This design comes from an exercise in tuning for small area, a short achievable clock period and few clock cycles per item on the open sky130 flow, not from production work.
Function was checked by simulation only, so behaviour that the tests miss may differ from the original.
Power figures rest on the tool's default switching activity, not on a simulated workload.

==> module data_mem_responder, before the edit <==
module data_mem_responder #(
  parameter int ADDR_W = 8
) (
  input  logic              clk,
  input  logic              reset,
  input  logic              req_valid,
  output logic              req_ready,
  input  logic              req_we,
  input  logic [1:0]        req_whb,
  input  logic              req_signed,
  input  logic [ADDR_W-1:0] req_addr,
  input  logic [31:0]       req_wdata,
  output logic              rsp_valid,
  output logic [31:0]       rsp_rdata,
  output logic              rsp_err
);
  localparam int ROW_W = ADDR_W - 2;    
  localparam int ROWS  = 2 ** ROW_W;
  assign req_ready = 1'b1;
  assign rsp_err   = 1'b0;
  logic       a_v;
  logic       a_load;
  logic [1:0] a_whb;
  logic       a_sgn;
  logic [1:0] a_off;
  logic [7:0] a_hi [4];      
  logic [7:0] a_lo [4];      
  logic [7:0] a_low [4];     
  logic [7:0] a_wb [4];
  logic [7:0] hi0, lo0, hi1, lo1;
  assign hi0 = 8'd1 << req_addr[7:5];
  assign lo0 = 8'd1 << req_addr[4:2];
  assign lo1 = {lo0[6:0], lo0[7]};
  assign hi1 = lo0[7] ? {hi0[6:0], hi0[7]} : hi0;
  always_ff @(posedge clk) begin
    a_v    <= req_valid & ~reset;
    a_load <= ~req_we;
    a_whb  <= req_whb;
    a_sgn  <= req_signed;
    a_off  <= req_addr[1:0];
  end
  for (genvar b = 0; b < 4; b++) begin : g_a
    logic [1:0] idx;     
    logic       nxt;     
    logic       wr;
    logic [7:0] lo;
    assign idx = 2'(b) - req_addr[1:0];
    assign nxt = 2'(b) < req_addr[1:0];
    assign lo  = nxt ? lo1 : lo0;
    always_comb begin
      case (req_whb)
        2'b00:   wr = (idx == 2'd0);
        2'b01:   wr = ~idx[1];
        default: wr = 1'b1;
      endcase
      wr = wr & req_valid & ~reset & req_we;
    end
    always_ff @(posedge clk) begin
      a_hi[b]  <= nxt ? hi1 : hi0;
      a_lo[b]  <= lo;
      a_low[b] <= {8{wr}} & lo;
      a_wb[b]  <= req_wdata[8*idx +: 8];
    end
  end
  logic       b_v;
  logic       b_load;
  logic [1:0] b_whb;
  logic       b_sgn;
  logic [1:0] b_off;
  logic [7:0] b_raw [4];
  always_ff @(posedge clk) begin
    b_v    <= a_v & ~reset;
    b_load <= a_load;
    b_whb  <= a_whb;
    b_sgn  <= a_sgn;
    b_off  <= a_off;
  end
  for (genvar b = 0; b < 4; b++) begin : g_bank
    logic [8*ROWS-1:0] mem;
    logic [7:0]        rd;
    for (genvar r = 0; r < ROWS; r++) begin : g_row
      logic       we, hold;
      logic [7:0] nxt;
      assign we   = a_hi[b][r / 8] & a_low[b][r % 8];
      assign hold = ~a_hi[b][r / 8] | ~a_low[b][r % 8];
      for (genvar k = 0; k < 8; k++) begin : g_k
        dmr_hold u_h (.we(we), .hold(hold), .d(a_wb[b][k]), .q(mem[8*r + k]),
                      .y(nxt[k]));
      end
      always_ff @(posedge clk) mem[8*r +: 8] <= nxt;
    end
    for (genvar k = 0; k < 8; k++) begin : g_bit
      logic [7:0] grp;
      for (genvar g = 0; g < 8; g++) begin : g_grp
        logic [7:0] col;
        for (genvar i = 0; i < 8; i++) begin : g_i
          assign col[i] = mem[8*(8*g + i) + k];
        end
        dmr_sel8 u_lo (.d(col), .s(a_lo[b]), .y(grp[g]));
      end
      dmr_sel8 u_hi (.d(grp), .s(a_hi[b]), .y(rd[k]));
    end
    always_ff @(posedge clk) b_raw[b] <= rd;
  end
  logic [31:0] al;
  logic [31:0] ld;
  for (genvar j = 0; j < 4; j++) begin : g_c
    assign al[8*j +: 8] = b_raw[2'(j) + b_off];
  end
  always_comb begin
    case (b_whb)
      2'b00:   ld = {{24{b_sgn & al[7]}},  al[7:0]};
      2'b01:   ld = {{16{b_sgn & al[15]}}, al[15:0]};
      default: ld = al;
    endcase
  end
  always_ff @(posedge clk) begin
    rsp_valid <= b_v & ~reset;
    rsp_rdata <= b_load ? ld : 32'd0;
  end
endmodule
==> module dmr_hold, before the edit <==
module dmr_hold (
  input  logic we,
  input  logic hold,
  input  logic d,
  input  logic q,
  output logic y
);
  assign y = (we & d) | (hold & q);
endmodule
==> flow/config.mk <==
export PLATFORM = sky130hd
export DESIGN_NAME = data_mem_responder
export DESIGN_NICKNAME = data_mem_responder
export VERILOG_FILES = /design/flow/design.v
export SDC_FILE = /design/flow/constraint.sdc
export NUM_CORES = 4
export LEC_CHECK = 0
export CAP_MARGIN = 20
export CORE_MARGIN = 2
export CORE_UTILIZATION = 65
export CTS_CLUSTER_DIAMETER = 100
export CTS_CLUSTER_SIZE = 24
export PLACE_DENSITY = 0.75
export SETUP_SLACK_MARGIN = 5
export SLEW_MARGIN = 20
export SYNTH_HIERARCHICAL = 1
export SYNTH_MINIMUM_KEEP_SIZE = 0
==> flow/constraint.sdc <==
create_clock -name core_clock -period 8.0 [get_ports {clk}]
set_input_delay 1.6000 -clock core_clock [delete_from_list [all_inputs] [get_ports {clk}]]
set_output_delay 1.6000 -clock core_clock [all_outputs]
set_load 0.01 [all_outputs]
run.sh (not shown) runs the stock make flow with config.mk's settings and CLKGATE_MAP_FILE= SYNTH_SCRIPT=/design/flow/synth_recipe.tcl, a recipe that flattens the netlist after the stock synthesis.
Testbench counts at the start, summed over its fixed seeds: cycles 12,024, requests 12,000.
Next try:
--- a/flow/design.v
+++ b/flow/design.v
@@ -78,17 +78,11 @@
   for (genvar b = 0; b < 4; b++) begin : g_bank
     logic [8*ROWS-1:0] mem;
     logic [7:0]        rd;
     for (genvar r = 0; r < ROWS; r++) begin : g_row
-      logic       we, hold;
-      logic [7:0] nxt;
-      assign we   = a_hi[b][r / 8] & a_low[b][r % 8];
-      assign hold = ~a_hi[b][r / 8] | ~a_low[b][r % 8];
-      for (genvar k = 0; k < 8; k++) begin : g_k
-        dmr_hold u_h (.we(we), .hold(hold), .d(a_wb[b][k]), .q(mem[8*r + k]),
-                      .y(nxt[k]));
+      always_ff @(posedge clk) begin
+        if (a_hi[b][r / 8] & a_low[b][r % 8]) mem[8*r +: 8] <= a_wb[b];
       end
-      always_ff @(posedge clk) mem[8*r +: 8] <= nxt;
     end
     for (genvar k = 0; k < 8; k++) begin : g_bit
       logic [7:0] grp;
       for (genvar g = 0; g < 8; g++) begin : g_grp
@@ -136,13 +130,4 @@
   output logic       y
 );
   assign y = ~|(a & b);
 endmodule
-module dmr_hold (
-  input  logic we,
-  input  logic hold,
-  input  logic d,
-  input  logic q,
-  output logic y
-);
-  assign y = (we & d) | (hold & q);
-endmodule
Final area is higher by 3.3%.
Register-to-register slack gains 0.05 ns.
Sequential share of layout area is higher by 22 points.
Setup slack gains 0.017 ns.
Routed wire length is lower by 20%.
Sequential power is higher by about 10%.
Power is higher by 6.5%.
Non-clock buffer count is higher by 7.
Testbench counts after the change, summed over its fixed seeds: cycles 12,024, requests 12,000.

port drivers added, routing unchanged:
The results above use ideal ports. As a check the final layouts listed here were re-extracted and re-timed, cells and wires unchanged.
Step 1 sets driving cells, clkbuf_16 on the clock port and buf_2 on the other inputs (assumed; they add their load-dependent delay and slew).
Step 2 times the ports against the registers' clock, not the clock port: input delays grow and output delays shrink by t, the midpoint of the rising clock arrivals with the driver on.
Slacks: ideal ports / drivers / drivers and shift; pairs: ideal ports / drivers.
run	t (ns)	setup WS [ns]	hold slack, ns	slew at the worst register clock pin (ns)	worst slew at a driven data input, ns
the first run	0.808	5.037 / 4.960 / 4.254	0.330 / 0.330 / 0.330	0.10 / 0.10	0.20
the second run	0.796	5.054 / 4.978 / 4.206	0.332 / 0.332 / 0.332	0.10 / 0.10	0.18
After both steps setup and hold are still met in every run listed. For the second run, which loses most, drivers alone change the setup slack by -0.076 ns; drivers and shift together by -0.848 ns.
